Background: an optimization exercise with open tools, aiming at small area and a short achievable clock period. Do not read the settings as production practice.
Function was checked by simulation only, so behaviour that the tests miss may differ from the original.
No activity file was given, so power comes from the tool's default toggle rates.

===== design/flow/config.mk =====
export PLATFORM = sky130hd
export DESIGN_NAME = cam_to_ram_fifo
export DESIGN_NICKNAME = cam_to_ram_fifo
export VERILOG_FILES = /design/flow/design.v
export SDC_FILE = /design/flow/constraint.sdc
export NUM_CORES = 4
export LEC_CHECK = 0
export CAP_MARGIN = 20
export CORE_MARGIN = 2
export CORE_UTILIZATION = 50
export CTS_CLUSTER_DIAMETER = 80
export CTS_CLUSTER_SIZE = 24
export SETUP_SLACK_MARGIN = 3.0
export SLEW_MARGIN = 20
export TNS_END_PERCENT = 5

===== design/flow/constraint.sdc =====
create_clock -name core_clock -period 5.0 [get_ports {clk}]
set_input_delay 1.0000 -clock core_clock [delete_from_list [all_inputs] [get_ports {clk}]]
set_output_delay 1.0000 -clock core_clock [all_outputs]
set_load 0.01 [all_outputs]

===== design/flow/design.v =====
module cam_to_ram_fifo #(
    parameter int DATA_WIDTH = 10,
    parameter int ADDR_WIDTH = 8
) (
    input  logic                  clk,
    input  logic                  reset_n,
    input  logic [DATA_WIDTH-1:0] data,
    input  logic                  wrreq,
    input  logic                  rdreq,
    output logic [DATA_WIDTH-1:0] q,
    output logic                  rdempty,
    output logic                  wrfull,
    output logic [ADDR_WIDTH:0]   usedw
);
    localparam int DW = DATA_WIDTH;
    localparam int NR = 16;      
    localparam int RL = 15;      
    logic [3:0]    A;            
    logic [3:0]    C;            
    logic [3:0]    wp;           
    logic [3:0]    rp;           
    logic [8:0]    count;
    logic          empty_r;
    logic          full_r;
    logic          le15, le16, le31;    
    logic [NR-1:0] P;            
    logic [NR-1:0] V;            
    logic [NR-1:0] rsel;         
    logic [NR-1:0] wen;          
    logic [NR-1:0] land;         
    logic [NR-1:0] catch_h;      
    logic [NR-1:0] pend_h;       
    logic [DW-1:0] S [NR];
    logic [DW-1:0] H [NR];
    assign rdempty = empty_r;
    assign wrfull  = full_r;
    assign usedw   = count;
    wire wr_ok = wrreq & ~full_r;
    wire rd_ok = rdreq & ~empty_r;
    wire inc = wr_ok & ~rd_ok;
    wire dec = rd_ok & ~wr_ok;
    function automatic logic [3:0] step15(input logic [3:0] x, input logic dn);
        if (dn) step15 = x;
        else step15 = (x == 4'd14) ? 4'd0 : x + 4'd1;
    endfunction
    logic [3:0]    A_n, C_n, wp_n, rp_n;
    logic [8:0]    count_n;
    logic          empty_n, full_n, le15_n, le16_n, le31_n;
    logic [NR-1:0] P_n, V_n, rsel_n, wen_n, land_n, catch_n, pend_n;
    always_comb begin
        A_n     = step15(A, wr_ok & (wp == 4'd15));
        C_n     = step15(C, rd_ok & (rp == 4'd15));
        wp_n    = wp + {3'd0, wr_ok};
        rp_n    = rp + {3'd0, rd_ok};
        count_n = count + {8'd0, inc} - {8'd0, dec};
        empty_n = empty_r ? ~wr_ok : (count == 9'd1) & dec;
        full_n  = full_r  ? ~rd_ok : (count == 9'd255) & inc;
        le15_n  = le15 ? ~((count == 9'd15) & inc) : (count == 9'd16) & dec;
        le16_n  = le16 ? ~((count == 9'd16) & inc) : (count == 9'd17) & dec;
        le31_n  = le31 ? ~((count == 9'd31) & inc) : (count == 9'd32) & dec;
    end
    assign rsel_n = rd_ok ? {rsel[NR-2:0], rsel[NR-1]} : rsel;
    assign P_n = ({NR{wr_ok}} & wen) | (P & ~land);
    assign V_n = ~({NR{rd_ok}} & rsel) & (V | catch_h);
    wire nowrap_n = (rp_n <= wp_n);
    wire a_zero_n = (A_n == 4'd0);
    wire a_last_n = (A_n == 4'd14);
    wire c_zero_n = (C_n == 4'd0);
    wire c_one_n  = (C_n == 4'd1);
    genvar g;
    generate
        for (g = 0; g < NR; g = g + 1) begin : g_dec
            wire lt_wp = (4'(g) < wp_n);
            wire ge_rp = (4'(g) >= rp_n);
            wire inr   = nowrap_n ? (ge_rp & lt_wp) : (ge_rp | lt_wp);
            wire live  = ~le15_n | inr;
            assign wen_n[g]   = (wp_n == 4'(g)) & ~full_n;
            assign land_n[g]  = P_n[g] & (lt_wp ? a_zero_n : a_last_n);
            assign pend_n[g]  = P_n[g] & live & (le16_n | (le31_n & ~inr));
            assign catch_n[g] = ~V_n[g] & (ge_rp ? c_zero_n : c_one_n) & live
                                & (~pend_n[g] | land_n[g]);
        end
    endgenerate
    always_ff @(posedge clk or negedge reset_n) begin
        if (!reset_n) begin
            A       <= 4'd1;
            C       <= 4'd1;
            wp      <= '0;
            rp      <= '0;
            count   <= '0;
            empty_r <= 1'b1;
            full_r  <= 1'b0;
            le15    <= 1'b1;
            le16    <= 1'b1;
            le31    <= 1'b1;
            P       <= '0;
            V       <= '0;
            rsel    <= 16'd1;
            wen     <= 16'd1;
            land    <= '0;
            catch_h <= '0;
            pend_h  <= '0;
        end else begin
            A       <= A_n;
            C       <= C_n;
            wp      <= wp_n;
            rp      <= rp_n;
            count   <= count_n;
            empty_r <= empty_n;
            full_r  <= full_n;
            le15    <= le15_n;
            le16    <= le16_n;
            le31    <= le31_n;
            P       <= P_n;
            V       <= V_n;
            rsel    <= rsel_n;
            wen     <= wen_n;
            land    <= land_n;
            catch_h <= catch_n;
            pend_h  <= pend_n;
        end
    end
    genvar r;
    generate
        for (r = 0; r < NR; r = r + 1) begin : g_ring
            logic [RL*DW-1:0] rg;
            always_ff @(posedge clk) begin
                rg <= {rg[(RL-1)*DW-1:0], land[r] ? S[r] : rg[RL*DW-1 -: DW]};
            end
            always_ff @(posedge clk) begin
                if (wrreq & wen[r]) S[r] <= data;
                if (catch_h[r]) H[r] <= pend_h[r] ? S[r] : rg[RL*DW-1 -: DW];
            end
        end
    endgenerate
    logic [DW-1:0] rd_part [NR+1];
    assign rd_part[0] = '0;
    generate
        for (g = 0; g < NR; g = g + 1) begin : g_rd
            assign rd_part[g+1] = rd_part[g]
                | ({DW{rsel[g] &  V[g]}} & H[g])
                | ({DW{rsel[g] & ~V[g]}} & S[g]);
        end
    endgenerate
    wire [DW-1:0] rd_word = rd_part[NR];
    logic [DW-1:0] q_r;
    always_ff @(posedge clk or negedge reset_n) begin
        if (!reset_n) begin
            q_r <= '0;
        end else if (rd_ok) begin
            q_r <= rd_word;
        end
    end
    assign q = q_r;
endmodule

===== design/flow/run.sh =====
#!/bin/bash
# synth_recipe.tcl (not shown) runs the flow's synth.tcl, then flattens the netlist and writes it again
# the make line also repeats each setting of config.mk as NAME=value (left out here)
make -C /OpenROAD-flow-scripts/flow DESIGN_CONFIG=/design/flow/config.mk WORK_HOME=/design/flow/orfs CLKGATE_MAP_FILE= SYNTH_SCRIPT=/design/flow/synth_recipe.tcl finish

==> results_dict.tcl, run 1 <==
set metrics [dict create \
    synthCells 4092 \
    rr_worst_depth 13 \
    initial_core_util 0.503 \
    htree_levels 4 \
    grt_first_pass_wirelength_um 205000 \
    placed_cells 5953 \
    async_flop_share 0.0529 \
    required_ns 5.65 \
    period_minus_slack_ns 2.96 \
    finalSetupTns_ns 0 \
    synth_nets 4132 \
    ant_nets 0 \
    gr-total-overflow 0 \
    dpl.hpwl_um 99900 \
    period_share 0.592 \
    routedWlPerCell_um 23.4 \
    hold_path.class "input port to async pin" \
    antenna_found_initial 10 \
    yosysSeqAreaShare 0.865 \
    grt_setup_unrepaired "true" \
    synth_top_family_by_area "multiplexers" \
    synthAdderAreaFrac 0.00611 \
    core-area_mm2 0.141 \
    synth-compound-area-share 0.0340 \
    synthMuxAreaShare 0.0617 \
    syn_to_final_growth_pct 10.4 \
    grt_use_total 0.199 \
    dieArea_mm2 0.145 \
    slew_headroom 0.198 \
    cpPeakStageDelay_ns 0.38 \
    cp-start-kind "input port" \
    fmax_mhz 338 \
    cap_violations 0 \
    synth.distinct_cells 97 \
    cts_made_buffers 143 \
    fin_cells 6203 \
    p_per_area_mw_per_mm2 621 \
    timing.rr.start "empty_r$_DFF_PN1_" \
    synth-seq-cells 2872 \
    hold_buffers 0 \
    dieHeight_um 381 \
    final-max-slew-violation-count 0 \
    rows 138 \
    synth_enable_flop_cells 320 \
    drive_above_1_share 0.165 \
    crit_slowest_cell "a2111oi_4" \
    cts-root-buf "clkbuf_16" \
    drt-vias-per-instance 4.85 \
    r2r_slack_ns 2.07 \
    crit_fanout 8 \
    drtIter0Drc 2680 \
    ir_drop_uv 396 \
    vias 30100 \
    synth-simple-area-share 0.0239 \
    clock_sinks 2872 \
    synthFlopType "dfxtp_1" \
    worstPathArrival_ns 3.61 \
    cp_cell_sequence "dlygate4sd2_1, and2b_2, ha_4, ha_4, clkinvlp_4, ha_4, a2111oi_4, buf_4, or2_4, nand2_1, a311oi_2, a2111oi_2" \
    die_x_um 381 \
    cts_tree "yes" \
    tightestPinTransition_ns 1.20 \
    finalWirelength_um 145000 \
    clock_path_buffers 3 \
    firstDrtPassIters 8 \
    nNetsFinal 4282 \
    io_buffer_count 34 \
    grt_max_degree 85 \
    cp-end-kind "flip-flop" \
    io_pins 35 \
    worstReg2RegEnd "catch_h[0]$_DFF_PN0_" \
    drcViolationCount 0 \
    fin_ws_ns 2.04 \
    critPathKind "input port to flip-flop" \
    grt_pass1_vias 28600 \
    setup_viol 0 \
    synth_xor_area_frac 0.00180 \
    netlist_area_mm2 0.0711 \
    hold_violations 0 \
    pre_cts_ws_ns 0.572 \
    synth_warnings 4 \
    gp_congestion 1.00 \
    clk_latency_ns 0.83 \
    finClkSkew_ns 0.0498 \
    cts.clk_slew.worst_paths_ns 0.08 \
    avgSynthCellArea_um2 17.4 \
    status "no timing/DRC/antenna violations" \
    p_leak_uw 0.0305 \
    crit_path_frequent_cell "ha_4" \
]
[metrics by stage]
step	util	hold WS (ns)	total power [uW]	instance area, um2
CTS	0.553	0.259	49000	78200
global route	0.555	0.300	50800	78500
finish	0.555	0.277	48700	78500
floorplan	-	0.310	33700	71300
global placement	0.522	0.309	36100	73700
detailed placement	0.522	0.312	36200	73700
[kinds of logic (layout without fill, tap and decap cells)]
logic type,count (synthesis),in the layout
multiplexers,391,391
AND/OR/NAND/NOR,333,333
buffers and inverters,136,354
AO/OA/AOI/OAI,313,313
adder cells (fa/ha/maj),35,35
other,0,3
XOR/XNOR,12,12
flip-flops,2872,2872
[state kept, by name, indices dropped and copies added, names as in the netlist]
name	cells
A	4
C	4
H	160
P	16
S	160
V	16
catch_h	16
count	9
empty_r	1
full_r	1
g_ring.rg	2400
land	16
le15	1
le16	1
le31	1
pend_h	16
q_r	10
rp	4
rsel	16
wen	16
wp	4
[metal layers]
metal / vias to the layer above / track usage / routed length [um]
li1: 14100 / - / -
met4: 0 / 0.0840 / 6370
met5: - / 0 / 0
met2: 947 / 0.285 / 60300
met1: 14800 / 0.298 / 70200
met3: 241 / 0.0368 / 8340
[final cells by class]
| type | instances | area, um2 |
|---|---|---|
| fill | 11000 | 62900 |
| sequential | 2872 | 61500 |
| multi-input combinational | 1084 | 9350 |
| clock buffer | 187 | 3860 |
| tap | 1890 | 2360 |
| timing repair buffer | 95 | 868 |
| clock inverter | 26 | 365 |
| inverter | 46 | 193 |
| antenna | 3 | 7.51 |
[worst max-delay path, delay by kind of cell]
kind / cells / cell delay, ns
compound gates: 3 / 0.84
fa+ha+maj: 3 / 0.71
simple gates: 3 / 0.51
buf+inv: 3 / 0.55
[placed cells by master (no fill, tap or decap), drive strengths merged, types with 7 or more instances in the layout]
| cell type | instances |
|---|---|
| dfrtp | 144 |
| nor2b | 28 |
| nor3 | 19 |
| a21o | 7 |
| nor2 | 68 |
| mux2 | 371 |
| and2 | 34 |
| a22o | 20 |
| clkbuf | 188 |
| nand3 | 17 |
| o211a | 11 |
| dfxtp | 2400 |
| a22oi | 46 |
| maj3 | 9 |
| nand4 | 22 |
| buf | 63 |
| a2111oi | 8 |
| clkdlybuf4s50 | 28 |
| xnor2 | 9 |
| o21a | 19 |
| a31oi | 11 |
| nand2b | 13 |
| o21ai | 51 |
| nand2 | 103 |
| a221oi | 31 |
| mux2i | 20 |
| inv | 60 |
| a21oi | 44 |
| dfstp | 8 |
| edfxtp | 320 |
| a222oi | 15 |
| ha | 25 |
| clkinv | 8 |
[synth_stat cells, types with 8 or more instances]
master    instances  share of area
a22oi_1          44         0.0046
nor2b_1          28         0.0025
o21ai_0          34         0.0024
o21a_1           19         0.0020
mux2i_1          19         0.0027
dfrtp_1         144          0.051
a21oi_1          39         0.0027
o211a_1          11         0.0015
nor3_1           18         0.0013
a22o_1           20         0.0025
mux2_2          368          0.058
nand2_1         102         0.0054
edfxtp_1        320           0.14
dfxtp_1        2400           0.68
and2_1           31         0.0027
a31oi_1          11        0.00097
nor2_1           66         0.0035
maj3_2            9         0.0014
inv_1            41         0.0022
dfstp_2           8         0.0030
a221oi_1         31         0.0038
nand3_1          17         0.0012
ha_1             25         0.0044
clkbuf_1         72         0.0038
a222oi_1         15         0.0021
nand2b_1         13         0.0011
buf_2            10        0.00070
o21ai_1          15         0.0011
nand4_1          21         0.0018
[worst max-delay path by stage]
stage	start	endpoint	slack, ns	depth (start not counted)
2_1_floorplan	rdreq	catch_h[0]$_DFF_PN0_	1.25	17
3_3_place_gp	wrreq	catch_h[13]$_DFF_PN0_	0.62	12
3_5_place_dp	wrreq	catch_h[0]$_DFF_PN0_	0.57	13
4_1_cts	q_r[1]$_DFFE_PN0P_	q[1]	2.02	1
5_1_grt	empty_r$_DFF_PN1_	catch_h[3]$_DFF_PN0_	1.94	12
6_report	wrreq	catch_h[3]$_DFF_PN0_	2.04	12
[what timing repair did]
item                       4_1_cts  5_1_grt
pin swaps                       13       12
buffers inserted                21       12
gates resized for setup         37       27
cloned                           0        1
setup endpoints to repair      119      106
[power breakdown]
part / switching, uW / total (uW) / internal [uW]
clock network: 6900 / 12500 / 5630
registers: 2360 / 30800 / 28500
logic: 2850 / 5330 / 2490
total: 12100 / 48700 / 36600
==> run 2: changes to the inputs <==
--- a/design/flow/config.mk
+++ b/design/flow/config.mk
@@ -12,4 +12,4 @@
 export CTS_CLUSTER_SIZE = 24
-export SETUP_SLACK_MARGIN = 3.0
+export SETUP_SLACK_MARGIN = 2.6
 export SLEW_MARGIN = 20
-export TNS_END_PERCENT = 5
+export TNS_END_PERCENT = 10
==> results_dict.tcl, run 2 <==
set metrics [dict create \
    clock_path_buffers 3 \
    cts-root-buf "clkbuf_16" \
    nNetsFinal 4289 \
    synth-simple-area-share 0.0239 \
    wl_met1_um 69600 \
    synth.most_common_cell "dfxtp_1" \
    ant_nets 0 \
    antenna_found_initial 11 \
    setup_viol 0 \
    period_share 0.596 \
    cts.clk_slew.worst_paths_ns 0.09 \
    grt_first_pass_wirelength_um 205000 \
    drt-vias-per-instance 4.88 \
    finalSetupTns_ns 0 \
    cp_cell_sequence "nor2b_1, a22o_1, a221oi_1, nand4_1, o22a_1" \
    synthTopCellsByCount "dfxtp_1 (2400), mux2_2 (368), edfxtp_1 (320)" \
    worst-path-buf-inv 0 \
    die_x_um 381 \
    synth.distinct_cells 97 \
    synth_xor_area_frac 0.00180 \
    dieArea_mm2 0.145 \
    final_cell_mix "dfxtp_1 (2400), mux2_2 (368), edfxtp_1 (320)" \
    gr-total-overflow 0 \
    grt_pass1_vias 28600 \
    ir_drop_uv 386 \
    synth.area.top_cells "dfxtp_1 (68%), edfxtp_1 (14%), mux2_2 (5.8%)" \
    dpl.hpwl_um 100000 \
    synthCells 4092 \
    clk_latency_ns 0.81 \
    required_ns 5.69 \
    crit_family "compound AO/OA/AOI/OAI gates" \
    finClkSkew_ns 0.0375 \
    synth_warnings 4 \
    period_minus_slack_ns 2.98 \
    wl_met3_um 8870 \
    core-area_mm2 0.141 \
    async_flop_share 0.0529 \
    cts_made_buffers 145 \
    routedWlPerCell_um 23.4 \
    dieHeight_um 381 \
    final_common_cell "dfxtp_1" \
    drcViolationCount 0 \
    clock_sinks 2872 \
    cp-end-kind "flip-flop" \
    synth-seq-cells 2872 \
    critPathKind "flip-flop to flip-flop" \
    synth_top_area_share 0.676 \
    finalWirelength_um 146000 \
    gp_congestion 0.960 \
    tightestPinTransition_ns 1.21 \
    avgSynthCellArea_um2 17.4 \
    cpPeakStageDelay_ns 0.84 \
    cap_violations 0 \
    rows 138 \
    fin_ws_ns 2.02 \
    status "no timing/DRC/antenna violations" \
    hold_path.class "input port to async pin" \
    top_layer "met4" \
    largest_reg_flops 2400 \
    worstPathArrival_ns 3.67 \
    synthFlopType "dfxtp_1" \
    crit_slowest_cell "dfrtp_1" \
    synth_enable_flop_cells 320 \
    yosysSeqAreaShare 0.865 \
    grt_setup_unrepaired "true" \
    regMostFlops "g_ring.rg" \
    slew_headroom 0.190 \
    initial_core_util 0.503 \
    synth_nets 4132 \
    yosysTopAreaCell "dfxtp_1" \
    netlist_area_mm2 0.0711 \
    largest_registers "g_ring.rg (2400), H (160), S (160)" \
    grt_use_total 0.200 \
    pre_cts_ws_ns 0.730 \
    htree_levels 4 \
    crit_fanout 12 \
    firstDrtPassIters 5 \
    cp-start-kind "flip-flop" \
    final-max-slew-violation-count 0 \
    met2_wirelength_um 60600 \
    hold_violations 0 \
    io_pins 35 \
    synth-compound-area-share 0.0340 \
    drive_above_1_share 0.168 \
    grt_max_degree 153 \
    fmax_mhz 336 \
    cts_tree "yes" \
    fin_hold_ws_ns 0.302 \
    p_leak_uw 0.0306 \
    io_buffer_count 34 \
    synthMuxAreaShare 0.0617 \
    synthAdderAreaFrac 0.00611 \
    syn_to_final_growth_pct 10.8 \
    hold_buffers 0 \
    synth_top_family_by_area "multiplexers" \
    p_per_area_mw_per_mm2 626 \
    drtIter0Drc 2526 \
    vias 30400 \
]
## run 2: stage by stage
step | instance area, um2 | util | instances | total power, uW
2_1_floorplan | 71300 | - | 4092 | 33700
3_3_place_gp | 73800 | 0.522 | 5953 | 36100
3_5_place_dp | 73800 | 0.522 | 5953 | 36300
4_1_cts | 78400 | 0.555 | 6195 | 49400
5_1_grt | 78800 | 0.557 | 6211 | 51400
6_report | 78800 | 0.557 | 6220 | 49300
## run 2: worst register-to-register path, cell delays in order, from the launching register on
cell and delay [ns]:
dfrtp_1 0.84, nor2b_1 0.36, a22o_1 0.32, a221oi_1 0.72, nand4_1 0.37, o22a_1 0.26
## run 2: power breakdown
part / switching, uW / leakage [uW] / internal, uW
combinational: 2970 / 0.00428 / 2660
clock: 7060 / 0.00212 / 5750
sequential: 2390 / 0.0242 / 28500
## run 2: final timing paths
check / startpoint / end / slack [ns] / depth (start not counted)
max: V[15]$_DFF_PN0_ / q_r[2]$_DFFE_PN0P_ / 2.02 / 5
min: reset_n / C[3]$_DFF_PN0_ / 0.30 / 2
max reg2reg: V[15]$_DFF_PN0_ / q_r[2]$_DFFE_PN0P_ / 2.02 / 5
min reg2reg: g_ring[6].rg[57]$_DFF_P_ / g_ring[6].rg[67]$_DFF_P_ / 0.31 / 0
max in group asynchronous: reset_n / rsel[15]$_DFFE_PN0P_ / 3.90 / 2
min in group core_clock: g_ring[6].rg[57]$_DFF_P_ / g_ring[6].rg[67]$_DFF_P_ / 0.31 / 0
## run 2: layout make-up
type                       instances  area, um2
timing repair buffer             100        905
clock buffer                     190       3910
antenna                            9       22.5
tap                             1890       2360
fill                           11100      62600
multi-input combinational       1084       9420
inverter                          46        186
sequential                      2872      61500
clock inverter                    29        492
## run 2: logic make-up after synthesis
family,after synthesis
flip-flops,2872
multiplexers,391
AND/OR/NAND/NOR,333
AO/OA/AOI/OAI,313
buffers and inverters,136
adder cells (fa/ha/maj),35
XOR/XNOR,12
## run 2: metal layers
layer | up-vias | global-route usage
li1 | 14100 | -
met5 | - | 0
met2 | 938 | 0.286
met4 | 0 | 0.0873
met1 | 15000 | 0.296
met3 | 263 | 0.0373
## run 2: timing repair
action                                  4_1_cts  5_1_grt
endpoints found under the setup margin      103       98
cloned                                        0        1
gates resized for setup                      33       38
pin swaps                                    11       17
buffers inserted                             23       15

==> re-timing with driven ports <==
The flow's constraints put no driver on any port. The routed layouts listed below were extracted and timed again, unchanged, in two steps. Step 1 sets driving cells, clkbuf_16 on the clock port and buf_2 on the other inputs (assumed; they add their load-dependent delay and slew). Step 2 moves the port delays by t, midway between the first and last clock arrival at a register: inputs arrive t later, outputs are due t later. That takes back most of the time a late clock gives input paths. Three values: ideal ports, drivers, drivers and shift; two values: the first two.
run | t (ns) | setup WS [ns] | worst slew at a driven data input, ns
run 1 | 0.883 | 2.039 / 1.959 / 1.222 | 0.04
run 2 | 0.871 | 2.021 / 1.988 / 1.257 | 0.04
After both steps every run listed still meets setup and hold. The setup slack of run 1, which loses most, moves by -0.080 ns with the drivers and by -0.817 ns with both steps.
